Source: an optimization exercise on an open RTL-to-GDS flow (aim: small area). Production flows keep margins and buffers that such runs may drop. Only simulation tests tie the RTL to the original design; equivalence was not proved. No activity file was given, so power comes from the tool's default toggle rates.

File: design/flow/constraint.sdc
create_clock -name core_clock -period 25.0 [get_ports {i_clk}]
set_input_delay 5.0000 -clock core_clock [delete_from_list [all_inputs] [get_ports {i_clk}]]
set_output_delay 5.0000 -clock core_clock [all_outputs]
set_load 0.01 [all_outputs]
File: design/flow/config.mk
export PLATFORM = sky130hd
export DESIGN_NAME = archive_toc_keystream_xor_core
export DESIGN_NICKNAME = archive_toc_keystream_xor_core
export VERILOG_FILES = /design/flow/design.v
export SDC_FILE = /design/flow/constraint.sdc
export NUM_CORES = 4
export LEC_CHECK = 0
export CAP_MARGIN = 20
export CORE_MARGIN = 2
export CORE_UTILIZATION = 40
export GPL_TIMING_DRIVEN = 0
export SLEW_MARGIN = 20
export SYNTH_HIERARCHICAL = 1
File: design/flow/standard.sh
#!/bin/bash
# synth_recipe.tcl (not shown) runs the flow's synth.tcl, then flattens the netlist and writes it again
# the make line also repeats each setting of config.mk as NAME=value (left out here)
make -C /OpenROAD-flow-scripts/flow DESIGN_CONFIG=/design/flow/config.mk WORK_HOME=/design/flow/orfs CLKGATE_MAP_FILE= SYNTH_SCRIPT=/design/flow/synth_recipe.tcl "${@:-finish}"
File: design/flow/design.v
`timescale 1ns / 1ps
package atkx_pkg;
    localparam int PHASE_MOD  = 29;
    localparam int CFG_IDX_W  = 3;
    localparam int CFG_DATA_W = 64;
    localparam int START_W    = 32;
endpackage
module atkx_fa (
    input  logic a,
    input  logic b,
    input  logic c,
    output logic s,
    output logic co
);
    assign s  = a ^ b ^ c;
    assign co = (a & b) | (a & c) | (b & c);
endmodule
module atkx_ha (
    input  logic a,
    input  logic b,
    output logic s,
    output logic co
);
    assign s  = a ^ b;
    assign co = a & b;
endmodule
module atkx_aoi222 (
    input  logic a1,
    input  logic a2,
    input  logic b1,
    input  logic b2,
    input  logic c1,
    input  logic c2,
    output logic y
);
    assign y = ~((a1 & a2) | (b1 & b2) | (c1 & c2));
endmodule
module atkx_aoi22 (
    input  logic a1,
    input  logic a2,
    input  logic b1,
    input  logic b2,
    output logic y
);
    assign y = ~((a1 & a2) | (b1 & b2));
endmodule
module atkx_ao22 (
    input  logic a1,
    input  logic a2,
    input  logic b1,
    input  logic b2,
    output logic y
);
    assign y = (a1 & a2) | (b1 & b2);
endmodule
module atkx_mod29 (
    input  logic [31:0] i_v,
    output logic [4:0]  o_r
);
    logic m_w1;
    logic m_w2;
    atkx_ha u_m_w1 (.a(i_v[0]), .b(~i_v[14]), .s(m_w1), .co(m_w2));
    logic m_w3;
    logic m_w4;
    atkx_fa u_m_w3 (.a(i_v[1]), .b(~i_v[15]), .c(m_w2), .s(m_w3), .co(m_w4));
    logic m_w5;
    logic m_w6;
    atkx_fa u_m_w5 (.a(i_v[2]), .b(~i_v[16]), .c(m_w4), .s(m_w5), .co(m_w6));
    logic m_w7;
    logic m_w8;
    atkx_fa u_m_w7 (.a(i_v[3]), .b(~i_v[17]), .c(m_w6), .s(m_w7), .co(m_w8));
    logic m_w9;
    logic m_w10;
    atkx_fa u_m_w9 (.a(i_v[4]), .b(~i_v[18]), .c(m_w8), .s(m_w9), .co(m_w10));
    logic m_w11;
    logic m_w12;
    atkx_fa u_m_w11 (.a(i_v[5]), .b(~i_v[19]), .c(m_w10), .s(m_w11), .co(m_w12));
    logic m_w13;
    logic m_w14;
    atkx_fa u_m_w13 (.a(i_v[6]), .b(~i_v[20]), .c(m_w12), .s(m_w13), .co(m_w14));
    logic m_w15;
    logic m_w16;
    atkx_fa u_m_w15 (.a(i_v[7]), .b(~i_v[21]), .c(m_w14), .s(m_w15), .co(m_w16));
    logic m_w17;
    logic m_w18;
    atkx_fa u_m_w17 (.a(i_v[8]), .b(~i_v[22]), .c(m_w16), .s(m_w17), .co(m_w18));
    logic m_w19;
    logic m_w20;
    atkx_fa u_m_w19 (.a(i_v[9]), .b(~i_v[23]), .c(m_w18), .s(m_w19), .co(m_w20));
    logic m_w21;
    logic m_w22;
    atkx_fa u_m_w21 (.a(i_v[10]), .b(~i_v[24]), .c(m_w20), .s(m_w21), .co(m_w22));
    logic m_w23;
    logic m_w24;
    atkx_fa u_m_w23 (.a(i_v[11]), .b(~i_v[25]), .c(m_w22), .s(m_w23), .co(m_w24));
    logic m_w25;
    logic m_w26;
    atkx_fa u_m_w25 (.a(i_v[12]), .b(~i_v[26]), .c(m_w24), .s(m_w25), .co(m_w26));
    logic m_w27;
    logic m_w28;
    atkx_fa u_m_w27 (.a(i_v[13]), .b(~i_v[27]), .c(m_w26), .s(m_w27), .co(m_w28));
    logic m_w29;
    assign m_w29 = m_w28;
    logic m_w30;
    logic m_w31;
    atkx_fa u_m_w30 (.a(m_w1), .b(m_w11), .c(~m_w17), .s(m_w30), .co(m_w31));
    logic m_w32;
    logic m_w33;
    atkx_fa u_m_w32 (.a(~m_w29), .b(i_v[28]), .c(m_w30), .s(m_w32), .co(m_w33));
    logic m_w34;
    logic m_w35;
    atkx_fa u_m_w34 (.a(m_w3), .b(m_w11), .c(m_w13), .s(m_w34), .co(m_w35));
    logic m_w36;
    logic m_w37;
    atkx_fa u_m_w36 (.a(~m_w19), .b(m_w23), .c(~m_w25), .s(m_w36), .co(m_w37));
    logic m_w38;
    logic m_w39;
    atkx_fa u_m_w38 (.a(m_w27), .b(i_v[29]), .c(m_w31), .s(m_w38), .co(m_w39));
    logic m_w40;
    logic m_w41;
    atkx_fa u_m_w40 (.a(m_w33), .b(m_w34), .c(m_w36), .s(m_w40), .co(m_w41));
    logic m_w42;
    logic m_w43;
    assign m_w42 = ~(m_w38 ^ m_w40);
    assign m_w43 = m_w38 | m_w40;
    logic m_w44;
    logic m_w45;
    atkx_fa u_m_w44 (.a(m_w5), .b(m_w13), .c(m_w15), .s(m_w44), .co(m_w45));
    logic m_w46;
    logic m_w47;
    atkx_fa u_m_w46 (.a(~m_w17), .b(~m_w21), .c(~m_w25), .s(m_w46), .co(m_w47));
    logic m_w48;
    logic m_w49;
    atkx_fa u_m_w48 (.a(m_w27), .b(i_v[30]), .c(m_w35), .s(m_w48), .co(m_w49));
    logic m_w50;
    logic m_w51;
    atkx_fa u_m_w50 (.a(m_w37), .b(m_w39), .c(m_w41), .s(m_w50), .co(m_w51));
    logic m_w52;
    logic m_w53;
    atkx_fa u_m_w52 (.a(m_w43), .b(m_w44), .c(m_w46), .s(m_w52), .co(m_w53));
    logic m_w54;
    logic m_w55;
    atkx_fa u_m_w54 (.a(m_w48), .b(m_w50), .c(m_w52), .s(m_w54), .co(m_w55));
    logic m_w56;
    logic m_w57;
    atkx_fa u_m_w56 (.a(m_w7), .b(m_w15), .c(~m_w19), .s(m_w56), .co(m_w57));
    logic m_w58;
    logic m_w59;
    atkx_fa u_m_w58 (.a(m_w27), .b(i_v[31]), .c(m_w45), .s(m_w58), .co(m_w59));
    logic m_w60;
    logic m_w61;
    atkx_fa u_m_w60 (.a(m_w47), .b(m_w49), .c(m_w51), .s(m_w60), .co(m_w61));
    logic m_w62;
    logic m_w63;
    atkx_fa u_m_w62 (.a(m_w53), .b(m_w55), .c(m_w56), .s(m_w62), .co(m_w63));
    logic m_w64;
    logic m_w65;
    atkx_fa u_m_w64 (.a(m_w58), .b(m_w60), .c(m_w62), .s(m_w64), .co(m_w65));
    logic m_w66;
    logic m_w67;
    atkx_fa u_m_w66 (.a(m_w9), .b(~m_w21), .c(m_w23), .s(m_w66), .co(m_w67));
    logic m_w68;
    logic m_w69;
    atkx_fa u_m_w68 (.a(~m_w25), .b(m_w57), .c(m_w59), .s(m_w68), .co(m_w69));
    logic m_w70;
    logic m_w71;
    atkx_fa u_m_w70 (.a(m_w61), .b(m_w63), .c(m_w65), .s(m_w70), .co(m_w71));
    logic m_w72;
    logic m_w73;
    atkx_fa u_m_w72 (.a(m_w66), .b(m_w68), .c(m_w70), .s(m_w72), .co(m_w73));
    logic m_w74;
    logic m_w75;
    atkx_fa u_m_w74 (.a(m_w67), .b(m_w69), .c(m_w71), .s(m_w74), .co(m_w75));
    logic m_w76;
    logic m_w77;
    atkx_ha u_m_w76 (.a(m_w73), .b(m_w74), .s(m_w76), .co(m_w77));
    logic m_w78;
    logic m_w79;
    atkx_ha u_m_w78 (.a(m_w75), .b(m_w77), .s(m_w78), .co(m_w79));
    logic m_w80;
    assign m_w80 = m_w79;
    logic m_w81;
    logic m_w82;
    atkx_ha u_m_w81 (.a(m_w32), .b(m_w76), .s(m_w81), .co(m_w82));
    logic m_w83;
    logic m_w84;
    atkx_fa u_m_w83 (.a(m_w42), .b(m_w76), .c(m_w78), .s(m_w83), .co(m_w84));
    logic m_w85;
    logic m_w86;
    atkx_ha u_m_w85 (.a(m_w82), .b(m_w83), .s(m_w85), .co(m_w86));
    logic m_w87;
    logic m_w88;
    atkx_fa u_m_w87 (.a(m_w54), .b(m_w78), .c(m_w80), .s(m_w87), .co(m_w88));
    logic m_w89;
    logic m_w90;
    atkx_fa u_m_w89 (.a(m_w84), .b(m_w86), .c(m_w87), .s(m_w89), .co(m_w90));
    logic m_w91;
    logic m_w92;
    atkx_fa u_m_w91 (.a(m_w64), .b(m_w80), .c(m_w88), .s(m_w91), .co(m_w92));
    logic m_w93;
    logic m_w94;
    atkx_ha u_m_w93 (.a(m_w90), .b(m_w91), .s(m_w93), .co(m_w94));
    logic m_w95;
    logic m_w96;
    atkx_fa u_m_w95 (.a(m_w72), .b(m_w92), .c(m_w94), .s(m_w95), .co(m_w96));
    logic m_w97;
    assign m_w97 = m_w96;
    logic m_w98;
    logic m_w99;
    atkx_ha u_m_w98 (.a(m_w81), .b(m_w97), .s(m_w98), .co(m_w99));
    logic m_w100;
    logic m_w101;
    atkx_fa u_m_w100 (.a(m_w85), .b(m_w97), .c(m_w99), .s(m_w100), .co(m_w101));
    logic m_w102;
    logic m_w103;
    atkx_ha u_m_w102 (.a(m_w89), .b(m_w101), .s(m_w102), .co(m_w103));
    logic m_w104;
    logic m_w105;
    atkx_ha u_m_w104 (.a(m_w93), .b(m_w103), .s(m_w104), .co(m_w105));
    logic m_w106;
    assign m_w106 = m_w95 ^ m_w105;
    assign o_r[0] = m_w98;
    assign o_r[1] = m_w100;
    assign o_r[2] = m_w102;
    assign o_r[3] = m_w104;
    assign o_r[4] = m_w106;
endmodule
`timescale 1ns / 1ps
module atkx_idx (
    input  logic       i_run_start,
    input  logic       i_start_v,
    input  logic [7:0] i_start_low,
    input  logic [4:0] i_start_ph,
    input  logic       i_pos_v,
    input  logic [7:0] i_index_low,
    input  logic [4:0] i_phase,
    output logic [7:0] o_idx,
    output logic [4:0] o_ph,
    output logic [7:0] o_n_idx,
    output logic [4:0] o_n_ph
);
    logic       sel_start;
    logic       sel_cur;
    logic [7:0] cy;
    logic [4:0] ph_inc;
    logic [4:0] cp;
    assign sel_start = i_run_start && i_start_v;
    assign sel_cur   = !i_run_start && i_pos_v;
    for (genvar k = 0; k < 8; k++) begin : g_idx
        atkx_ao22 u_sel (
            .a1 (sel_start), .a2 (i_start_low[k]),
            .b1 (sel_cur),   .b2 (i_index_low[k]),
            .y  (o_idx[k])
        );
    end
    for (genvar k = 0; k < 5; k++) begin : g_ph
        atkx_ao22 u_sel (
            .a1 (sel_start), .a2 (i_start_ph[k]),
            .b1 (sel_cur),   .b2 (i_phase[k]),
            .y  (o_ph[k])
        );
    end
    always_comb begin
        cy[0] = 1'b1;
        for (int k = 1; k < 8; k++) begin
            cy[k] = cy[k-1] & o_idx[k-1];
        end
        cp[0] = 1'b1;
        for (int k = 1; k < 5; k++) begin
            cp[k] = cp[k-1] & o_ph[k-1];
        end
    end
    assign o_n_idx = o_idx ^ cy;
    assign ph_inc  = o_ph ^ cp;
    assign o_n_ph  = (&o_ph[4:2]) ? {3'b000, o_ph[1:0]} : ph_inc;
endmodule
`timescale 1ns / 1ps
module atkx_dec32 (
    input  logic [4:0]  i_addr,
    input  logic [3:0]  i_vld,
    output logic [31:0] o_sel
);
    logic [3:0] w;
    logic [7:0] b;
    always_comb begin
        for (int i = 0; i < 4; i++) begin
            w[i] = (i_addr[4:3] == 2'(i)) && i_vld[i];
        end
        for (int i = 0; i < 8; i++) begin
            b[i] = (i_addr[2:0] == 3'(i));
        end
        for (int i = 0; i < 32; i++) begin
            o_sel[i] = w[i / 8] && b[i % 8];
        end
    end
endmodule
module atkx_dec29 (
    input  logic [4:0]  i_addr,
    input  logic [3:0]  i_vld,
    output logic [28:0] o_sel
);
    logic [31:0] d;
    always_comb begin
        for (int i = 0; i < 32; i++) begin
            d[i] = (i_addr == 5'(i)) && i_vld[(i % 29) / 8];
        end
        for (int i = 0; i < 29; i++) begin
            o_sel[i] = (i < 3) ? (d[i] || d[i + 29]) : d[i];
        end
    end
endmodule
module atkx_or32 (
    input  logic [31:0] i_sel,
    input  logic [31:0] i_d,
    output logic        o_y
);
    logic [10:0] t;
    for (genvar j = 0; j < 10; j++) begin : g_t
        atkx_aoi222 u_aoi (
            .a1 (i_sel[3*j]),   .a2 (i_d[3*j]),
            .b1 (i_sel[3*j+1]), .b2 (i_d[3*j+1]),
            .c1 (i_sel[3*j+2]), .c2 (i_d[3*j+2]),
            .y  (t[j])
        );
    end
    atkx_aoi22 u_aoi_last (
        .a1 (i_sel[30]), .a2 (i_d[30]),
        .b1 (i_sel[31]), .b2 (i_d[31]),
        .y  (t[10])
    );
    assign o_y = ~&t;
endmodule
module atkx_or29 (
    input  logic [28:0] i_sel,
    input  logic [28:0] i_d,
    output logic        o_y
);
    logic [9:0] t;
    for (genvar j = 0; j < 9; j++) begin : g_t
        atkx_aoi222 u_aoi (
            .a1 (i_sel[3*j]),   .a2 (i_d[3*j]),
            .b1 (i_sel[3*j+1]), .b2 (i_d[3*j+1]),
            .c1 (i_sel[3*j+2]), .c2 (i_d[3*j+2]),
            .y  (t[j])
        );
    end
    atkx_aoi22 u_aoi_last (
        .a1 (i_sel[27]), .a2 (i_d[27]),
        .b1 (i_sel[28]), .b2 (i_d[28]),
        .y  (t[9])
    );
    assign o_y = ~&t;
endmodule
module atkx_key (
    input  logic [255:0] i_key,
    input  logic [3:0]   i_vld,
    input  logic [4:0]   i_addr_a,
    input  logic [4:0]   i_addr_b,
    output logic [7:0]   o_byte_a,
    output logic [7:0]   o_byte_b
);
    logic [31:0] sel_a;
    logic [28:0] sel_b;
    atkx_dec32 u_dec_a (.i_addr(i_addr_a), .i_vld(i_vld), .o_sel(sel_a));
    atkx_dec29 u_dec_b (.i_addr(i_addr_b), .i_vld(i_vld), .o_sel(sel_b));
    for (genvar b = 0; b < 8; b++) begin : g_bit
        logic [31:0] col;
        for (genvar i = 0; i < 32; i++) begin : g_col
            assign col[i] = i_key[8*i + b];
        end
        atkx_or32 u_or_a (.i_sel(sel_a), .i_d(col),       .o_y(o_byte_a[b]));
        atkx_or29 u_or_b (.i_sel(sel_b), .i_d(col[28:0]), .o_y(o_byte_b[b]));
    end
endmodule
`timescale 1ns / 1ps
module atkx_ks (
    input  logic [7:0] i_idx,
    input  logic [7:0] i_key_a,
    input  logic [7:0] i_key_b,
    input  logic [7:0] i_data,
    output logic [7:0] o_data
);
    logic pp_0_0;
    assign pp_0_0 = i_key_a[0] & i_key_b[0];
    logic pp_0_1;
    assign pp_0_1 = i_key_a[0] & i_key_b[1];
    logic pp_0_2;
    assign pp_0_2 = i_key_a[0] & i_key_b[2];
    logic pp_0_3;
    assign pp_0_3 = i_key_a[0] & i_key_b[3];
    logic pp_0_4;
    assign pp_0_4 = i_key_a[0] & i_key_b[4];
    logic pp_0_5;
    assign pp_0_5 = i_key_a[0] & i_key_b[5];
    logic pp_0_6;
    assign pp_0_6 = i_key_a[0] & i_key_b[6];
    logic pp_0_7;
    assign pp_0_7 = i_key_a[0] & i_key_b[7];
    logic pp_1_0;
    assign pp_1_0 = i_key_a[1] & i_key_b[0];
    logic pp_1_1;
    assign pp_1_1 = i_key_a[1] & i_key_b[1];
    logic pp_1_2;
    assign pp_1_2 = i_key_a[1] & i_key_b[2];
    logic pp_1_3;
    assign pp_1_3 = i_key_a[1] & i_key_b[3];
    logic pp_1_4;
    assign pp_1_4 = i_key_a[1] & i_key_b[4];
    logic pp_1_5;
    assign pp_1_5 = i_key_a[1] & i_key_b[5];
    logic pp_1_6;
    assign pp_1_6 = i_key_a[1] & i_key_b[6];
    logic pp_2_0;
    assign pp_2_0 = i_key_a[2] & i_key_b[0];
    logic pp_2_1;
    assign pp_2_1 = i_key_a[2] & i_key_b[1];
    logic pp_2_2;
    assign pp_2_2 = i_key_a[2] & i_key_b[2];
    logic pp_2_3;
    assign pp_2_3 = i_key_a[2] & i_key_b[3];
    logic pp_2_4;
    assign pp_2_4 = i_key_a[2] & i_key_b[4];
    logic pp_2_5;
    assign pp_2_5 = i_key_a[2] & i_key_b[5];
    logic pp_3_0;
    assign pp_3_0 = i_key_a[3] & i_key_b[0];
    logic pp_3_1;
    assign pp_3_1 = i_key_a[3] & i_key_b[1];
    logic pp_3_2;
    assign pp_3_2 = i_key_a[3] & i_key_b[2];
    logic pp_3_3;
    assign pp_3_3 = i_key_a[3] & i_key_b[3];
    logic pp_3_4;
    assign pp_3_4 = i_key_a[3] & i_key_b[4];
    logic pp_4_0;
    assign pp_4_0 = i_key_a[4] & i_key_b[0];
    logic pp_4_1;
    assign pp_4_1 = i_key_a[4] & i_key_b[1];
    logic pp_4_2;
    assign pp_4_2 = i_key_a[4] & i_key_b[2];
    logic pp_4_3;
    assign pp_4_3 = i_key_a[4] & i_key_b[3];
    logic pp_5_0;
    assign pp_5_0 = i_key_a[5] & i_key_b[0];
    logic pp_5_1;
    assign pp_5_1 = i_key_a[5] & i_key_b[1];
    logic pp_5_2;
    assign pp_5_2 = i_key_a[5] & i_key_b[2];
    logic pp_6_0;
    assign pp_6_0 = i_key_a[6] & i_key_b[0];
    logic pp_6_1;
    assign pp_6_1 = i_key_a[6] & i_key_b[1];
    logic pp_7_0;
    assign pp_7_0 = i_key_a[7] & i_key_b[0];
    logic k_w1;
    logic k_w2;
    atkx_ha u_k_w1 (.a(pp_0_0), .b(i_idx[0]), .s(k_w1), .co(k_w2));
    logic k_w3;
    logic k_w4;
    atkx_fa u_k_w3 (.a(pp_0_1), .b(pp_1_0), .c(i_idx[1]), .s(k_w3), .co(k_w4));
    logic k_w5;
    logic k_w6;
    atkx_ha u_k_w5 (.a(k_w2), .b(k_w3), .s(k_w5), .co(k_w6));
    logic k_w7;
    logic k_w8;
    atkx_fa u_k_w7 (.a(pp_0_2), .b(pp_1_1), .c(pp_2_0), .s(k_w7), .co(k_w8));
    logic k_w9;
    logic k_w10;
    atkx_fa u_k_w9 (.a(i_idx[2]), .b(k_w4), .c(k_w6), .s(k_w9), .co(k_w10));
    logic k_w11;
    logic k_w12;
    atkx_ha u_k_w11 (.a(k_w7), .b(k_w9), .s(k_w11), .co(k_w12));
    logic k_w13;
    logic k_w14;
    atkx_fa u_k_w13 (.a(pp_0_3), .b(pp_1_2), .c(pp_2_1), .s(k_w13), .co(k_w14));
    logic k_w15;
    logic k_w16;
    atkx_fa u_k_w15 (.a(pp_3_0), .b(i_idx[3]), .c(k_w8), .s(k_w15), .co(k_w16));
    logic k_w17;
    logic k_w18;
    atkx_fa u_k_w17 (.a(k_w10), .b(k_w12), .c(k_w13), .s(k_w17), .co(k_w18));
    logic k_w19;
    logic k_w20;
    atkx_ha u_k_w19 (.a(k_w15), .b(k_w17), .s(k_w19), .co(k_w20));
    logic k_w21;
    logic k_w22;
    atkx_fa u_k_w21 (.a(pp_0_4), .b(pp_1_3), .c(pp_2_2), .s(k_w21), .co(k_w22));
    logic k_w23;
    logic k_w24;
    atkx_fa u_k_w23 (.a(pp_3_1), .b(pp_4_0), .c(i_idx[4]), .s(k_w23), .co(k_w24));
    logic k_w25;
    logic k_w26;
    atkx_fa u_k_w25 (.a(k_w14), .b(k_w16), .c(k_w18), .s(k_w25), .co(k_w26));
    logic k_w27;
    logic k_w28;
    atkx_fa u_k_w27 (.a(k_w20), .b(k_w21), .c(k_w23), .s(k_w27), .co(k_w28));
    logic k_w29;
    logic k_w30;
    atkx_ha u_k_w29 (.a(k_w25), .b(k_w27), .s(k_w29), .co(k_w30));
    logic k_w31;
    logic k_w32;
    atkx_fa u_k_w31 (.a(pp_0_5), .b(pp_1_4), .c(pp_2_3), .s(k_w31), .co(k_w32));
    logic k_w33;
    logic k_w34;
    atkx_fa u_k_w33 (.a(pp_3_2), .b(pp_4_1), .c(pp_5_0), .s(k_w33), .co(k_w34));
    logic k_w35;
    logic k_w36;
    atkx_fa u_k_w35 (.a(i_idx[5]), .b(k_w22), .c(k_w24), .s(k_w35), .co(k_w36));
    logic k_w37;
    logic k_w38;
    atkx_fa u_k_w37 (.a(k_w26), .b(k_w28), .c(k_w30), .s(k_w37), .co(k_w38));
    logic k_w39;
    logic k_w40;
    atkx_fa u_k_w39 (.a(k_w31), .b(k_w33), .c(k_w35), .s(k_w39), .co(k_w40));
    logic k_w41;
    logic k_w42;
    atkx_ha u_k_w41 (.a(k_w37), .b(k_w39), .s(k_w41), .co(k_w42));
    logic k_w43;
    logic k_w44;
    atkx_fa u_k_w43 (.a(pp_0_6), .b(pp_1_5), .c(pp_2_4), .s(k_w43), .co(k_w44));
    logic k_w45;
    logic k_w46;
    atkx_fa u_k_w45 (.a(pp_3_3), .b(pp_4_2), .c(pp_5_1), .s(k_w45), .co(k_w46));
    logic k_w47;
    logic k_w48;
    atkx_fa u_k_w47 (.a(pp_6_0), .b(i_idx[6]), .c(k_w32), .s(k_w47), .co(k_w48));
    logic k_w49;
    logic k_w50;
    atkx_fa u_k_w49 (.a(k_w34), .b(k_w36), .c(k_w38), .s(k_w49), .co(k_w50));
    logic k_w51;
    logic k_w52;
    atkx_fa u_k_w51 (.a(k_w40), .b(k_w42), .c(k_w43), .s(k_w51), .co(k_w52));
    logic k_w53;
    logic k_w54;
    atkx_fa u_k_w53 (.a(k_w45), .b(k_w47), .c(k_w49), .s(k_w53), .co(k_w54));
    logic k_w55;
    logic k_w56;
    atkx_ha u_k_w55 (.a(k_w51), .b(k_w53), .s(k_w55), .co(k_w56));
    logic k_w57;
    assign k_w57 = pp_0_7 ^ pp_1_6 ^ pp_2_5 ^ pp_3_4 ^ pp_4_3 ^ pp_5_2 ^ pp_6_1 ^ pp_7_0 ^ i_idx[7] ^ k_w44 ^ k_w46 ^ k_w48 ^ k_w50 ^ k_w52 ^ k_w54 ^ k_w56;
    assign o_data[0] = i_data[0] ^ k_w1;
    assign o_data[1] = i_data[1] ^ k_w5;
    assign o_data[2] = i_data[2] ^ k_w11;
    assign o_data[3] = i_data[3] ^ k_w19;
    assign o_data[4] = i_data[4] ^ k_w29;
    assign o_data[5] = i_data[5] ^ k_w41;
    assign o_data[6] = i_data[6] ^ k_w55;
    assign o_data[7] = i_data[7] ^ k_w57;
endmodule
`timescale 1ns / 1ps
module archive_toc_keystream_xor_core (
    input  logic                            i_clk,
    input  logic                            i_rst_n,
    input  logic                            i_in_valid,
    output logic                            o_in_ready,
    input  logic [7:0]                      i_in_data,
    input  logic                            i_in_run_start,
    input  logic                            i_in_last,
    output logic                            o_out_valid,
    input  logic                            i_out_ready,
    output logic [7:0]                      o_out_data,
    output logic                            o_out_last,
    input  logic                            i_cfg_we,
    input  logic [atkx_pkg::CFG_IDX_W-1:0]  i_cfg_idx,
    input  logic [atkx_pkg::CFG_DATA_W-1:0] i_cfg_data
);
    logic s2_ready;
    logic s1_go;
    logic in_ready;
    logic in_acc;
    logic we_start;
    logic [3:0] we_key;
    logic [255:0] r_key;
    logic [3:0]   r_key_v;
    logic [7:0]   r_start_low;
    logic [4:0]   r_start_ph;
    logic         r_start_v;
    logic [7:0]   r_index_low;
    logic [4:0]   r_phase;
    logic         r_pos_v;
    logic         r_s1_v;
    logic [7:0]   r_s1_data;
    logic         r_s1_last;
    logic         r_s2_v;
    logic [7:0]   r_s2_data;
    logic         r_s2_last;
    logic [4:0]   start_ph;
    logic [7:0]   pos_idx;
    logic [4:0]   pos_ph;
    logic [7:0]   n_idx;
    logic [4:0]   n_ph;
    logic [7:0]   key_a;
    logic [7:0]   key_b;
    logic [7:0]   enc;
    assign s2_ready = !r_s2_v || i_out_ready;
    assign s1_go    = r_s1_v && s2_ready;
    assign in_ready = !r_s1_v || s2_ready;
    assign in_acc   = i_in_valid && in_ready;
    assign o_in_ready  = in_ready;
    assign o_out_valid = r_s2_v;
    assign o_out_data  = r_s2_data;
    assign o_out_last  = r_s2_last;
    assign we_start = i_cfg_we && i_cfg_idx == 3'd4;
    always_comb begin
        for (int w = 0; w < 4; w++) begin
            we_key[w] = i_cfg_we && i_cfg_idx == 3'(w);
        end
    end
    atkx_mod29 u_mod29 (
        .i_v (i_cfg_data[atkx_pkg::START_W-1:0]),
        .o_r (start_ph)
    );
    atkx_idx u_idx (
        .i_run_start (i_in_run_start),
        .i_start_v   (r_start_v),
        .i_start_low (r_start_low),
        .i_start_ph  (r_start_ph),
        .i_pos_v     (r_pos_v),
        .i_index_low (r_index_low),
        .i_phase     (r_phase),
        .o_idx       (pos_idx),
        .o_ph        (pos_ph),
        .o_n_idx     (n_idx),
        .o_n_ph      (n_ph)
    );
    atkx_key u_key (
        .i_key    (r_key),
        .i_vld    (r_key_v),
        .i_addr_a (pos_idx[4:0]),
        .i_addr_b (pos_ph),
        .o_byte_a (key_a),
        .o_byte_b (key_b)
    );
    atkx_ks u_ks (
        .i_idx   (pos_idx),
        .i_key_a (key_a),
        .i_key_b (key_b),
        .i_data  (i_in_data),
        .o_data  (enc)
    );
    always_ff @(posedge i_clk) begin
        if (!i_rst_n) begin
            r_key_v   <= '0;
            r_start_v <= 1'b0;
            r_pos_v   <= 1'b0;
            r_s1_v    <= 1'b0;
            r_s2_v    <= 1'b0;
        end else begin
            r_key_v <= r_key_v | we_key;
            if (we_start) begin
                r_start_v <= 1'b1;
            end
            if (in_acc) begin
                r_pos_v <= 1'b1;
            end
            if (in_acc) begin
                r_s1_v <= 1'b1;
            end else if (s1_go) begin
                r_s1_v <= 1'b0;
            end
            if (s1_go) begin
                r_s2_v <= 1'b1;
            end else if (i_out_ready) begin
                r_s2_v <= 1'b0;
            end
        end
    end
    always_ff @(posedge i_clk) begin
        for (int w = 0; w < 4; w++) begin
            if (we_key[w]) begin
                r_key[64*w +: 64] <= i_cfg_data;
            end
        end
        if (we_start) begin
            r_start_low <= i_cfg_data[7:0];
            r_start_ph  <= start_ph;
        end
        if (in_acc) begin
            r_index_low <= n_idx;
            r_phase     <= n_ph;
        end
        if (in_ready) begin
            r_s1_data <= enc;
            r_s1_last <= i_in_last;
        end
        if (s2_ready) begin
            r_s2_data <= r_s1_data;
            r_s2_last <= r_s1_last;
        end
    end
endmodule
File: design/flow/flow/run.sh
#!/bin/bash
# The standard layout (the standard.sh, its synthesis unchanged) with two
# settings changed: ports are buffered with buf_1 instead of the larger
# default buffer, and the clock tree uses clkbuf_8 leaf clusters of up to 16
# sinks without dummy loads. The make output goes to flow.log; each ORFS
# step's own log is under orfs/logs.
set -euo pipefail
bash standard.sh \
  "BUFFER_PORTS_ARGS=-buffer_cell sky130_fd_sc_hd__buf_1" \
  "CTS_ARGS=-sink_clustering_enable -repair_clock_nets -dont_use_dummy_load -buf_list sky130_fd_sc_hd__clkbuf_8 -sink_clustering_size 16 -sink_clustering_max_diameter 50" \
  finish > flow.log 2>&1
==> reports/metrics.yaml, run 1 <==
sta:
  setup_slack_ns: 7.63
  fin_crit_sh: 0.695
  fmax_ghz: 0.0576
  finalHoldViolCount: 0
  min_period_ns: 17.37
  hold-worst-slack_ns: 0.423
  drv_slew: 0
  rsz0062_at_grt: "false"
  fin_setup_tns_ns: 0
  fin_skew_ns: 0.0739
  slew_headroom: 0.0967
  setup-violations-final: 0
  tightest_slew_ns: 1.35
cts:
  clock_latency_ns: 0.65
  cts_sinks: 308
  htreeDepth: 1
  cts_hold_buf: 0
  clockBufferDepth: 3
  tritoncts: "done"
  root_buffer: "clkbuf_8"
  clk_pin_slew_worst_paths_ns: 0.10
  cts_resized: 0
  cts_setup_buffers: 0
  cts_made_buffers: 31
power_and_ir_drop:
  p_comb_frac: 0.505
  p_total_mw: 1.93
  swShare: 0.293
  vdd_drop_max_v: 0.000356
  p_int_mw: 1.36
  clkPwrFrac: 0.139
  p_seq_frac: 0.355
  p_per_area_nw_per_um2: 122
  leakage_nw: 5.29
  switchingPower_mw: 0.565
drt:
  num_vias: 9726
  wl_per_cell_um: 32.0
  wl_um: 46400
  drtPass1Iterations: 9
  drc: 0
  ant_nets: 0
  viasPerCell: 6.72
  drt_iter0_markers: 2031
floorplan:
  die_h_um: 193
  die_x_um: 193
  rows: 69
  coreArea_um2: 35300
  start_util: 0.403
  ios: 93
  dieArea_um2: 37100
global_route:
  antenna_found_initial: 1
  grt_max_degree: 44
  grt_pass1_wl_um: 64800
  overflow: 0
  grtUsageTotal: 0.250
  grt_pass1_vias: 9365
hold_path:
  whs_path_depth: 0
  hold_path_class: "flip-flop to flip-flop"
  worstHoldStart: "r_s1_data[0]$_DFFE_PP_"
setup_path:
  r2r_slack_ns: 15.66
  endpoint_kind: "flip-flop"
  path_max_fanout: 6
  cp.required_ns: 25.39
  r2r_cells: 25
  slowest_delay_ns: 0.52
  worstPathArrival_ns: 17.77
  cp-startpoint: "i_cfg_data[0]"
  critPathSlowestCell: "fa_1"
  crit_top_cell: "fa_1"
  worst_setup_path_start_kind: "input port"
  criticalPathCategory: "input port to flip-flop"
  crit_path_end: "r_start_ph[4]$_DFFE_PP_"
  r2r_end: "r_s1_data[7]$_DFFE_PP_"
  r2r-start: "r_pos_v$_SDFFE_PN0P_"
yosys:
  seq_area_frac_synth: 0.644
  synthFlopType: "edfxtp_1"
  yosys_warnings: 10
  synth_cells: 853
  synth_fp_nets: 1023
  synth_seq_cells: 308
  synth_edf_count: 300
  ys_types: 44
  async_reset_ff_frac: 0
  syn-mean-instance-area_um2: 16.7
  netlist_area_um2: 14200
placement:
  dpl.hpwl_um: 33200
  place.gp.congestion: 1.03
  portBuffers: 91
  pre_cts_ws_ns: 6.93
run:
  cap_violations: 0
layout:
  final_common_cell: "edfxtp_1"
  mostFrequentLayoutCells: "edfxtp_1 (300), a222oi_1 (152), buf_1 (91)"
  drive_gt1_frac: 0.0903
  fin_util: 0.447
  nets: 1158
  area_growth_pct: 10.8
run_status:
  status: "complete, no violations"
[synth_stat cells, types with 2 or more instances]
cell	number	area share
xnor2_2	2	0.0023
fa_1	62	0.087
or2_2	2	0.00088
clkbuf_1	4	0.0011
o22ai_1	2	0.00088
edfxtp_1	300	0.63
a22oi_2	16	0.014
or3_1	17	0.0075
nand2b_1	5	0.0022
and2_2	2	0.0011
nand3b_1	2	0.0011
xnor2_1	8	0.0049
nand4bb_1	6	0.0047
nand2_1	19	0.0050
o21a_1	6	0.0032
and4bb_1	3	0.0026
nand4_1	33	0.014
dfxtp_1	8	0.011
nand3_1	10	0.0035
xor2_1	12	0.0074
inv_1	28	0.0074
buf_4	5	0.0026
xnor3_1	2	0.0032
nand4b_1	6	0.0037
ha_1	26	0.023
and2_1	30	0.013
a22o_1	13	0.0080
a222oi_1	152	0.11
nor2_1	57	0.015
[registers in the layout (all words and copies together), names as in the netlist]
signal / cells
r_key: 256
r_index_low: 8
r_s1_data: 8
r_s2_data: 8
r_start_low: 8
r_phase: 5
r_start_ph: 5
r_key_v: 4
r_pos_v: 1
r_s1_last: 1
r_s1_v: 1
r_s2_last: 1
r_s2_v: 1
r_start_v: 1
[stage by stage]
step | instances | area, µm²
6_report | 1448 | 15800
5_1_grt | 1447 | 15800
4_1_cts | 1447 | 15800
3_5_place_dp | 1416 | 15300
3_3_place_gp | 1405 | 15200
2_1_floorplan | 853 | 14200
[per-module statistics from Yosys (local to each module, per instance), a selection]
module | times used | flops+latches | cell area [µm²] | cells inside
atkx_fa | 62 | 0 | 20.0 | 1
archive_toc_keystream_xor_core | 1 | 308 | 9330 | 329
atkx_ao22 | 13 | 0 | 8.76 | 1
atkx_or29 | 8 | 0 | 22.5 | 4
atkx_dec32 | 1 | 0 | 234 | 47
atkx_idx | 1 | 0 | 203 | 20
[worst min path at each step]
stage,to,slack [ns]
2_1_floorplan,r_s2_data[0]$_DFFE_PP_,0.40
3_3_place_gp,r_s2_data[1]$_DFFE_PP_,0.40
3_5_place_dp,r_s2_data[0]$_DFFE_PP_,0.41
4_1_cts,r_s2_data[0]$_DFFE_PP_,0.43
5_1_grt,r_s2_data[3]$_DFFE_PP_,0.44
6_report,r_s2_data[0]$_DFFE_PP_,0.42
[metal layers]
metal  global-route usage  part of all wire  up-vias
li1                     -                 -     3948
met1                0.334              0.36     4824
met2                0.393              0.45      764
met3               0.0604              0.13      190
met4                0.103             0.056        0
met5                    0                 0        -
[critical path, delay by kind of cell]
| family | cells | cell delay (ns) |
|---|---|---|
| fa+ha+maj | 33 | 11.99 |
| buf+inv | 5 | 0.59 |
| xor+xnor | 1 | 0.16 |
[logic make-up (layout without fill, tap and decap cells)]
family,count (synthesis),in the layout,synth area share
AO/OA/AOI/OAI,193,193,0.135
XOR/XNOR,24,24,0.0177
adder cells (fa/ha/maj),88,88,0.110
buffers and inverters,38,171,0.0114
flip-flops,308,308,0.644
multiplexers,2,2,0.00184
other,0,1,0
AND/OR/NAND/NOR,200,200,0.0802
[power groups by stage]
stage / logic (mW) / registers [mW] / clock network [mW]
finish: 0.975 / 0.685 / 0.268
floorplan: 0.818 / 0.694 / 0
detailed placement: 0.988 / 0.697 / 0
global route: 1.14 / 0.687 / 0.292
CTS: 1.00 / 0.685 / 0.273
global placement: 0.974 / 0.697 / 0
[layout make-up]
cell class                 instances  area (µm²)
fill                            3125       19500
sequential                       308        9170
multi-input combinational        507        4960
tap                              461         577
timing repair buffer             102         484
clock buffer                      31         427
inverter                          28         105
buffer                            10        57.6
antenna                            1        2.50
==> inputs of run 2 (changes only) <==
--- a/design/flow/design.v
+++ b/design/flow/design.v
@@ -44,6 +44,13 @@
 );
     assign y = ~((a1 & a2) | (b1 & b2));
 endmodule
+module atkx_nor2 (
+    input  logic a,
+    input  logic b,
+    output logic y
+);
+    assign y = ~(a | b);
+endmodule
 module atkx_ao22 (
     input  logic a1,
     input  logic a2,
@@ -103,77 +110,76 @@
     assign m_w29 = m_w28;
     logic m_w30;
     logic m_w31;
-    atkx_fa u_m_w30 (.a(m_w1), .b(m_w11), .c(~m_w17), .s(m_w30), .co(m_w31));
+    atkx_fa u_m_w30 (.a(m_w1), .b(m_w11), .c(~m_w15), .s(m_w30), .co(m_w31));
     logic m_w32;
     logic m_w33;
-    atkx_fa u_m_w32 (.a(~m_w29), .b(i_v[28]), .c(m_w30), .s(m_w32), .co(m_w33));
+    atkx_fa u_m_w32 (.a(m_w19), .b(~m_w29), .c(i_v[28]), .s(m_w32), .co(m_w33));
     logic m_w34;
     logic m_w35;
-    atkx_fa u_m_w34 (.a(m_w3), .b(m_w11), .c(m_w13), .s(m_w34), .co(m_w35));
+    atkx_ha u_m_w34 (.a(m_w30), .b(m_w32), .s(m_w34), .co(m_w35));
     logic m_w36;
     logic m_w37;
-    atkx_fa u_m_w36 (.a(~m_w19), .b(m_w23), .c(~m_w25), .s(m_w36), .co(m_w37));
+    atkx_fa u_m_w36 (.a(m_w3), .b(m_w11), .c(m_w13), .s(m_w36), .co(m_w37));
     logic m_w38;
     logic m_w39;
-    atkx_fa u_m_w38 (.a(m_w27), .b(i_v[29]), .c(m_w31), .s(m_w38), .co(m_w39));
+    atkx_fa u_m_w38 (.a(m_w19), .b(m_w23), .c(~m_w25), .s(m_w38), .co(m_w39));
     logic m_w40;
     logic m_w41;
-    atkx_fa u_m_w40 (.a(m_w33), .b(m_w34), .c(m_w36), .s(m_w40), .co(m_w41));
+    atkx_fa u_m_w40 (.a(m_w27), .b(i_v[29]), .c(m_w31), .s(m_w40), .co(m_w41));
     logic m_w42;
     logic m_w43;
-    assign m_w42 = ~(m_w38 ^ m_w40);
-    assign m_w43 = m_w38 | m_w40;
+    atkx_fa u_m_w42 (.a(m_w33), .b(m_w35), .c(m_w36), .s(m_w42), .co(m_w43));
     logic m_w44;
     logic m_w45;
-    atkx_fa u_m_w44 (.a(m_w5), .b(m_w13), .c(m_w15), .s(m_w44), .co(m_w45));
+    atkx_fa u_m_w44 (.a(m_w38), .b(m_w40), .c(m_w42), .s(m_w44), .co(m_w45));
     logic m_w46;
     logic m_w47;
-    atkx_fa u_m_w46 (.a(~m_w17), .b(~m_w21), .c(~m_w25), .s(m_w46), .co(m_w47));
+    atkx_fa u_m_w46 (.a(m_w5), .b(m_w13), .c(~m_w21), .s(m_w46), .co(m_w47));
     logic m_w48;
     logic m_w49;
-    atkx_fa u_m_w48 (.a(m_w27), .b(i_v[30]), .c(m_w35), .s(m_w48), .co(m_w49));
+    atkx_fa u_m_w48 (.a(~m_w25), .b(m_w27), .c(i_v[30]), .s(m_w48), .co(m_w49));
     logic m_w50;
     logic m_w51;
     atkx_fa u_m_w50 (.a(m_w37), .b(m_w39), .c(m_w41), .s(m_w50), .co(m_w51));
     logic m_w52;
     logic m_w53;
-    atkx_fa u_m_w52 (.a(m_w43), .b(m_w44), .c(m_w46), .s(m_w52), .co(m_w53));
+    atkx_fa u_m_w52 (.a(m_w43), .b(m_w45), .c(m_w46), .s(m_w52), .co(m_w53));
     logic m_w54;
     logic m_w55;
     atkx_fa u_m_w54 (.a(m_w48), .b(m_w50), .c(m_w52), .s(m_w54), .co(m_w55));
     logic m_w56;
     logic m_w57;
-    atkx_fa u_m_w56 (.a(m_w7), .b(m_w15), .c(~m_w19), .s(m_w56), .co(m_w57));
+    atkx_fa u_m_w56 (.a(m_w7), .b(m_w17), .c(m_w27), .s(m_w56), .co(m_w57));
     logic m_w58;
     logic m_w59;
-    atkx_fa u_m_w58 (.a(m_w27), .b(i_v[31]), .c(m_w45), .s(m_w58), .co(m_w59));
+    atkx_fa u_m_w58 (.a(i_v[31]), .b(m_w47), .c(m_w49), .s(m_w58), .co(m_w59));
     logic m_w60;
     logic m_w61;
-    atkx_fa u_m_w60 (.a(m_w47), .b(m_w49), .c(m_w51), .s(m_w60), .co(m_w61));
+    atkx_fa u_m_w60 (.a(m_w51), .b(m_w53), .c(m_w55), .s(m_w60), .co(m_w61));
     logic m_w62;
     logic m_w63;
-    atkx_fa u_m_w62 (.a(m_w53), .b(m_w55), .c(m_w56), .s(m_w62), .co(m_w63));
+    atkx_fa u_m_w62 (.a(m_w56), .b(m_w58), .c(m_w60), .s(m_w62), .co(m_w63));
     logic m_w64;
     logic m_w65;
-    atkx_fa u_m_w64 (.a(m_w58), .b(m_w60), .c(m_w62), .s(m_w64), .co(m_w65));
+    atkx_fa u_m_w64 (.a(m_w9), .b(~m_w15), .c(m_w17), .s(m_w64), .co(m_w65));
     logic m_w66;
     logic m_w67;
-    atkx_fa u_m_w66 (.a(m_w9), .b(~m_w21), .c(m_w23), .s(m_w66), .co(m_w67));
+    atkx_fa u_m_w66 (.a(m_w19), .b(~m_w21), .c(m_w23), .s(m_w66), .co(m_w67));
     logic m_w68;
     logic m_w69;
     atkx_fa u_m_w68 (.a(~m_w25), .b(m_w57), .c(m_w59), .s(m_w68), .co(m_w69));
     logic m_w70;
     logic m_w71;
-    atkx_fa u_m_w70 (.a(m_w61), .b(m_w63), .c(m_w65), .s(m_w70), .co(m_w71));
+    atkx_fa u_m_w70 (.a(m_w61), .b(m_w63), .c(m_w64), .s(m_w70), .co(m_w71));
     logic m_w72;
     logic m_w73;
     atkx_fa u_m_w72 (.a(m_w66), .b(m_w68), .c(m_w70), .s(m_w72), .co(m_w73));
     logic m_w74;
     logic m_w75;
-    atkx_fa u_m_w74 (.a(m_w67), .b(m_w69), .c(m_w71), .s(m_w74), .co(m_w75));
+    atkx_fa u_m_w74 (.a(m_w65), .b(m_w67), .c(m_w69), .s(m_w74), .co(m_w75));
     logic m_w76;
     logic m_w77;
-    atkx_ha u_m_w76 (.a(m_w73), .b(m_w74), .s(m_w76), .co(m_w77));
+    atkx_fa u_m_w76 (.a(m_w71), .b(m_w73), .c(m_w74), .s(m_w76), .co(m_w77));
     logic m_w78;
     logic m_w79;
     atkx_ha u_m_w78 (.a(m_w75), .b(m_w77), .s(m_w78), .co(m_w79));
@@ -181,10 +187,10 @@
     assign m_w80 = m_w79;
     logic m_w81;
     logic m_w82;
-    atkx_ha u_m_w81 (.a(m_w32), .b(m_w76), .s(m_w81), .co(m_w82));
+    atkx_ha u_m_w81 (.a(m_w34), .b(m_w76), .s(m_w81), .co(m_w82));
     logic m_w83;
     logic m_w84;
-    atkx_fa u_m_w83 (.a(m_w42), .b(m_w76), .c(m_w78), .s(m_w83), .co(m_w84));
+    atkx_fa u_m_w83 (.a(m_w44), .b(m_w76), .c(m_w78), .s(m_w83), .co(m_w84));
     logic m_w85;
     logic m_w86;
     atkx_ha u_m_w85 (.a(m_w82), .b(m_w83), .s(m_w85), .co(m_w86));
@@ -196,7 +202,7 @@
     atkx_fa u_m_w89 (.a(m_w84), .b(m_w86), .c(m_w87), .s(m_w89), .co(m_w90));
     logic m_w91;
     logic m_w92;
-    atkx_fa u_m_w91 (.a(m_w64), .b(m_w80), .c(m_w88), .s(m_w91), .co(m_w92));
+    atkx_fa u_m_w91 (.a(m_w62), .b(m_w80), .c(m_w88), .s(m_w91), .co(m_w92));
     logic m_w93;
     logic m_w94;
     atkx_ha u_m_w93 (.a(m_w90), .b(m_w91), .s(m_w93), .co(m_w94));
@@ -205,25 +211,15 @@
     atkx_fa u_m_w95 (.a(m_w72), .b(m_w92), .c(m_w94), .s(m_w95), .co(m_w96));
     logic m_w97;
     assign m_w97 = m_w96;
-    logic m_w98;
     logic m_w99;
-    atkx_ha u_m_w98 (.a(m_w81), .b(m_w97), .s(m_w98), .co(m_w99));
-    logic m_w100;
+    atkx_ha u_m_w98 (.a(m_w81), .b(m_w97), .s(o_r[0]), .co(m_w99));
     logic m_w101;
-    atkx_fa u_m_w100 (.a(m_w85), .b(m_w97), .c(m_w99), .s(m_w100), .co(m_w101));
-    logic m_w102;
+    atkx_fa u_m_w100 (.a(m_w85), .b(m_w97), .c(m_w99), .s(o_r[1]), .co(m_w101));
     logic m_w103;
-    atkx_ha u_m_w102 (.a(m_w89), .b(m_w101), .s(m_w102), .co(m_w103));
-    logic m_w104;
+    atkx_ha u_m_w102 (.a(m_w89), .b(m_w101), .s(o_r[2]), .co(m_w103));
     logic m_w105;
-    atkx_ha u_m_w104 (.a(m_w93), .b(m_w103), .s(m_w104), .co(m_w105));
-    logic m_w106;
-    assign m_w106 = m_w95 ^ m_w105;
-    assign o_r[0] = m_w98;
-    assign o_r[1] = m_w100;
-    assign o_r[2] = m_w102;
-    assign o_r[3] = m_w104;
-    assign o_r[4] = m_w106;
+    atkx_ha u_m_w104 (.a(m_w93), .b(m_w103), .s(o_r[3]), .co(m_w105));
+    assign o_r[4] = m_w95 ^ m_w105;
 endmodule
 `timescale 1ns / 1ps
 module atkx_idx (
@@ -280,32 +276,42 @@
     input  logic [3:0]  i_vld,
     output logic [31:0] o_sel
 );
-    logic [3:0] w;
-    logic [7:0] b;
+    logic [3:0] wn;
+    logic [7:0] bn;
     always_comb begin
         for (int i = 0; i < 4; i++) begin
-            w[i] = (i_addr[4:3] == 2'(i)) && i_vld[i];
+            wn[i] = !((i_addr[4:3] == 2'(i)) && i_vld[i]);
         end
         for (int i = 0; i < 8; i++) begin
-            b[i] = (i_addr[2:0] == 3'(i));
-        end
-        for (int i = 0; i < 32; i++) begin
-            o_sel[i] = w[i / 8] && b[i % 8];
+            bn[i] = !(i_addr[2:0] == 3'(i));
         end
     end
+    for (genvar i = 0; i < 32; i++) begin : g_sel
+        atkx_nor2 u_nor (.a(wn[i / 8]), .b(bn[i % 8]), .y(o_sel[i]));
+    end
 endmodule
 module atkx_dec29 (
     input  logic [4:0]  i_addr,
     input  logic [3:0]  i_vld,
     output logic [28:0] o_sel
 );
-    logic [31:0] d;
+    logic [3:0]  wn;
+    logic [7:0]  bn;
+    logic [2:0]  d;
     always_comb begin
-        for (int i = 0; i < 32; i++) begin
-            d[i] = (i_addr == 5'(i)) && i_vld[(i % 29) / 8];
+        for (int i = 0; i < 4; i++) begin
+            wn[i] = !((i_addr[4:3] == 2'(i)) && i_vld[i]);
+        end
+        for (int i = 0; i < 8; i++) begin
+            bn[i] = !(i_addr[2:0] == 3'(i));
         end
-        for (int i = 0; i < 29; i++) begin
-            o_sel[i] = (i < 3) ? (d[i] || d[i + 29]) : d[i];
+    end
+    for (genvar i = 0; i < 29; i++) begin : g_d
+        if (i < 3) begin : g_fold
+            atkx_nor2 u_nor (.a(wn[i / 8]), .b(bn[i % 8]), .y(d[i]));
+            assign o_sel[i] = d[i] || (i_addr == 5'(29 + i) && i_vld[0]);
+        end else begin : g_sel
+            atkx_nor2 u_nor (.a(wn[i / 8]), .b(bn[i % 8]), .y(o_sel[i]));
         end
     end
 endmodule
==> reports/metrics.yaml, run 2 <==
run_status:
  status: "complete, no violations"
layout:
  final_common_cell: "edfxtp_1"
  top_register: "r_key"
  diodes: 0
  stdcell_count: 1426
  nFillCells: 3103
  nets: 1143
  area_growth_pct: 10.5
  mostFrequentLayoutCells: "edfxtp_1 (300), a222oi_1 (152), buf_1 (91)"
  largest_reg_flops: 256
  stdcell_area_um2: 15600
  fin_util: 0.450
  drive_gt1_frac: 0.0742
yosys:
  synthFlopType: "edfxtp_1"
  syn-mean-instance-area_um2: 16.8
  seq_area_frac_synth: 0.648
  synth_cells: 840
  async_reset_ff_frac: 0
  synthTopCellsByCount: "edfxtp_1 (300), a222oi_1 (152), fa_1 (63), nor2_1 (63), nand4_1 (32)"
  yosys.area.top_type_share: 0.637
  yosys-top-cells-area: "edfxtp_1 (64%), a222oi_1 (11%), fa_1 (8.9%), ha_1 (2.2%), nor2_1 (1.7%)"
  netlist_area_um2: 14100
  synth_edf_count: 300
  synth_fp_nets: 1010
  synth_top_area_cell: "edfxtp_1"
  synth_seq_cells: 308
  synth_most_common_cell: "edfxtp_1"
  ys_types: 38
  yosys_warnings: 10
cts:
  root_buffer: "clkbuf_8"
  cts_setup_buffers: 0
  cts_hold_buf: 0
  clk_pin_slew_worst_paths_ns: 0.08
  cts_made_buffers: 31
  clock_latency_ns: 0.65
  cts_sinks: 308
  clockBufferDepth: 3
  htreeDepth: 1
  cts_resized: 0
  tritoncts: "done"
global_route:
  grtUsageTotal: 0.237
  overflow: 0
  grt_pass1_vias: 9197
  grt_pass1_wl_um: 62100
  antenna_found_initial: 0
  grt_max_degree: 35
sta:
  finalHoldViolCount: 0
  setup-violations-final: 0
  min_period_ns: 18.17
  fin_skew_ns: 0.0706
  drv_slew: 0
  fmax_ghz: 0.0550
  fin_crit_sh: 0.727
  rsz0062_at_grt: "false"
  tightest_slew_ns: 1.11
  slew_headroom: 0.255
  fin_setup_tns_ns: 0
floorplan:
  rows: 68
  ios: 93
  die_x_um: 192
  die_h_um: 192
  coreArea_um2: 34700
  dieArea_um2: 36900
  start_util: 0.407
setup_path:
  path_max_fanout: 5
  cp.required_ns: 25.34
  worstPathArrival_ns: 18.52
  r2r_slack_ns: 15.85
  cp-startpoint: "i_cfg_data[14]"
  critPathSlowestCell: "fa_1"
  worst_setup_path_start_kind: "input port"
  crit_top_cell: "fa_1"
  r2r-start: "r_pos_v$_SDFFE_PN0P_"
  criticalPathCategory: "input port to flip-flop"
  slowest_delay_ns: 0.48
  endpoint_kind: "flip-flop"
drt:
  wl_per_cell_um: 30.5
  wl_um: 43500
  drc: 0
  drt_iter0_markers: 1947
  drtPass1Iterations: 11
  ant_nets: 0
  viasPerCell: 6.63
  num_vias: 9448
placement:
  dpl-instance-area_um2: 15200
  dp_cells: 1395
  dpl.hpwl_um: 33600
  place.gp.congestion: 0.994
  portBuffers: 91
run:
  cap_violations: 0
power_and_ir_drop:
  p_comb_frac: 0.389
  clkPwrFrac: 0.174
  p_int_mw: 1.06
  leakage_nw: 5.19
  p_seq_frac: 0.437
  vdd_drop_max_v: 0.000223
  switchingPower_mw: 0.491
  p_per_area_nw_per_um2: 99.0
  swShare: 0.317
hold_path:
  worstHoldStart: "r_s1_data[0]$_DFFE_PP_"
  hold_path_class: "flip-flop to flip-flop"
[run 2: cell count changes after synthesis, sizes merged, moves of 4 or more]
cell	before	now
nand4b	6	0
clkbuf	4	0
inv	28	21
nand3b	2	10
nand4bb	6	0
or3b	0	6
nand2b	5	1
buf	6	1
nor2	57	63
[run 2: stage by stage]
stage | total power [mW] | worst slack [ns] | hold slack [ns]
after floorplan | 1.12 | 7.11 | 0.400
final | 1.55 | 6.83 | 0.424
after detailed placement | 1.29 | 6.16 | 0.407
after CTS | 1.57 | 6.78 | 0.428
after global placement | 1.27 | 6.36 | 0.401
after global routing | 1.67 | 6.36 | 0.438
[run 2: cells by family (layout without fill, tap and decap cells)]
kind of cell | count (synthesis) | after routing | share of synthesized area
DFF | 308 | 308 | 0.648
and+or+nand+nor | 203 | 203 | 0.0789
AOI/OAI and AO/OA | 193 | 193 | 0.136
adders and majority gates | 88 | 88 | 0.111
xor gates and xnor gates | 24 | 24 | 0.0179
buffers and inverters | 22 | 153 | 0.00593
muxes | 2 | 2 | 0.00186
[run 2: per-module statistics from Yosys, one instance, submodules excluded, excerpt]
module                          flip-flops and latches  cells
atkx_nor2                                            0      1
atkx_or29                                            0      4
atkx_ha                                              0      1
atkx_ao22                                            0      1
atkx_mod29                                           0     19
atkx_fa                                              0      1
archive_toc_keystream_xor_core                     308    329
[run 2: cell type report]
class | instances | area (µm²) | share of cell area
clock buffer | 31 | 427 | 0.0273
sequential | 308 | 9170 | 0.587
timing repair buffer | 100 | 462 | 0.0295
buffer | 1 | 5.00 | 0.000320
multi-input combinational | 510 | 4910 | 0.315
inverter | 21 | 78.8 | 0.00504
tap | 455 | 569 | 0.0364
[run 2: worst max-delay path, delay by kind of cell]
| family | cells | cell delay (ns) |
|---|---|---|
| XOR/XNOR | 1 | 0.16 |
| adder cells (fa/ha/maj) | 35 | 12.89 |
| buffers and inverters | 3 | 0.46 |
[run 2: metal layers]
metal  global-route usage  share of wire
met1                0.324           0.39
met3               0.0356           0.10
met4                0.101          0.049
met2                0.380           0.46
met5                    0              0
[run 2: power by group through the flow]
| stage | clock, mW | combinational [mW] | sequential [mW] |
|---|---|---|---|
| 2_1_floorplan | 0 | 0.440 | 0.685 |
| 5_1_grt | 0.292 | 0.702 | 0.679 |
| 3_3_place_gp | 0 | 0.584 | 0.688 |
| 3_5_place_dp | 0 | 0.606 | 0.688 |
| 4_1_cts | 0.274 | 0.620 | 0.676 |
| 6_report | 0.269 | 0.601 | 0.676 |
[run 2: final timing paths]
path                            cells past startpoint                       to
worst max-delay path                               39  r_start_ph[4]$_DFFE_PP_
worst min-delay path                                0   r_s2_data[0]$_DFFE_PP_
worst max register to register                     24   r_s1_data[7]$_DFFE_PP_
worst min register to register                      0   r_s2_data[0]$_DFFE_PP_

==> what the ideal ports hide <==
Ports are ideal in the flow. The routed layouts listed here were re-timed in OpenROAD.
Step 1 assumes that a clkbuf_16 drives the clock port and a buf_2 every other input.
Step 2 moves the port delays by t, midway between the first and last clock arrival at a register: inputs arrive t later, outputs are due t later. That takes back most of the time a late clock gives input paths.
Three values: ideal, step 1, step 2; two values: the first two.
| run | shift t [ns] | slack for setup (ns) | slew at the worst register clock pin (ns) |
|---|---|---|---|
| run 1 | 0.655 | 7.625 / 7.644 / 6.989 | 0.10 / 0.10 |
| run 2 | 0.647 | 6.828 / 6.851 / 6.204 | 0.10 / 0.10 |
After both steps every run listed still meets setup and hold. The setup slack of run 1, which loses most, moves by +0.019 ns with the drivers and by -0.636 ns with both steps.
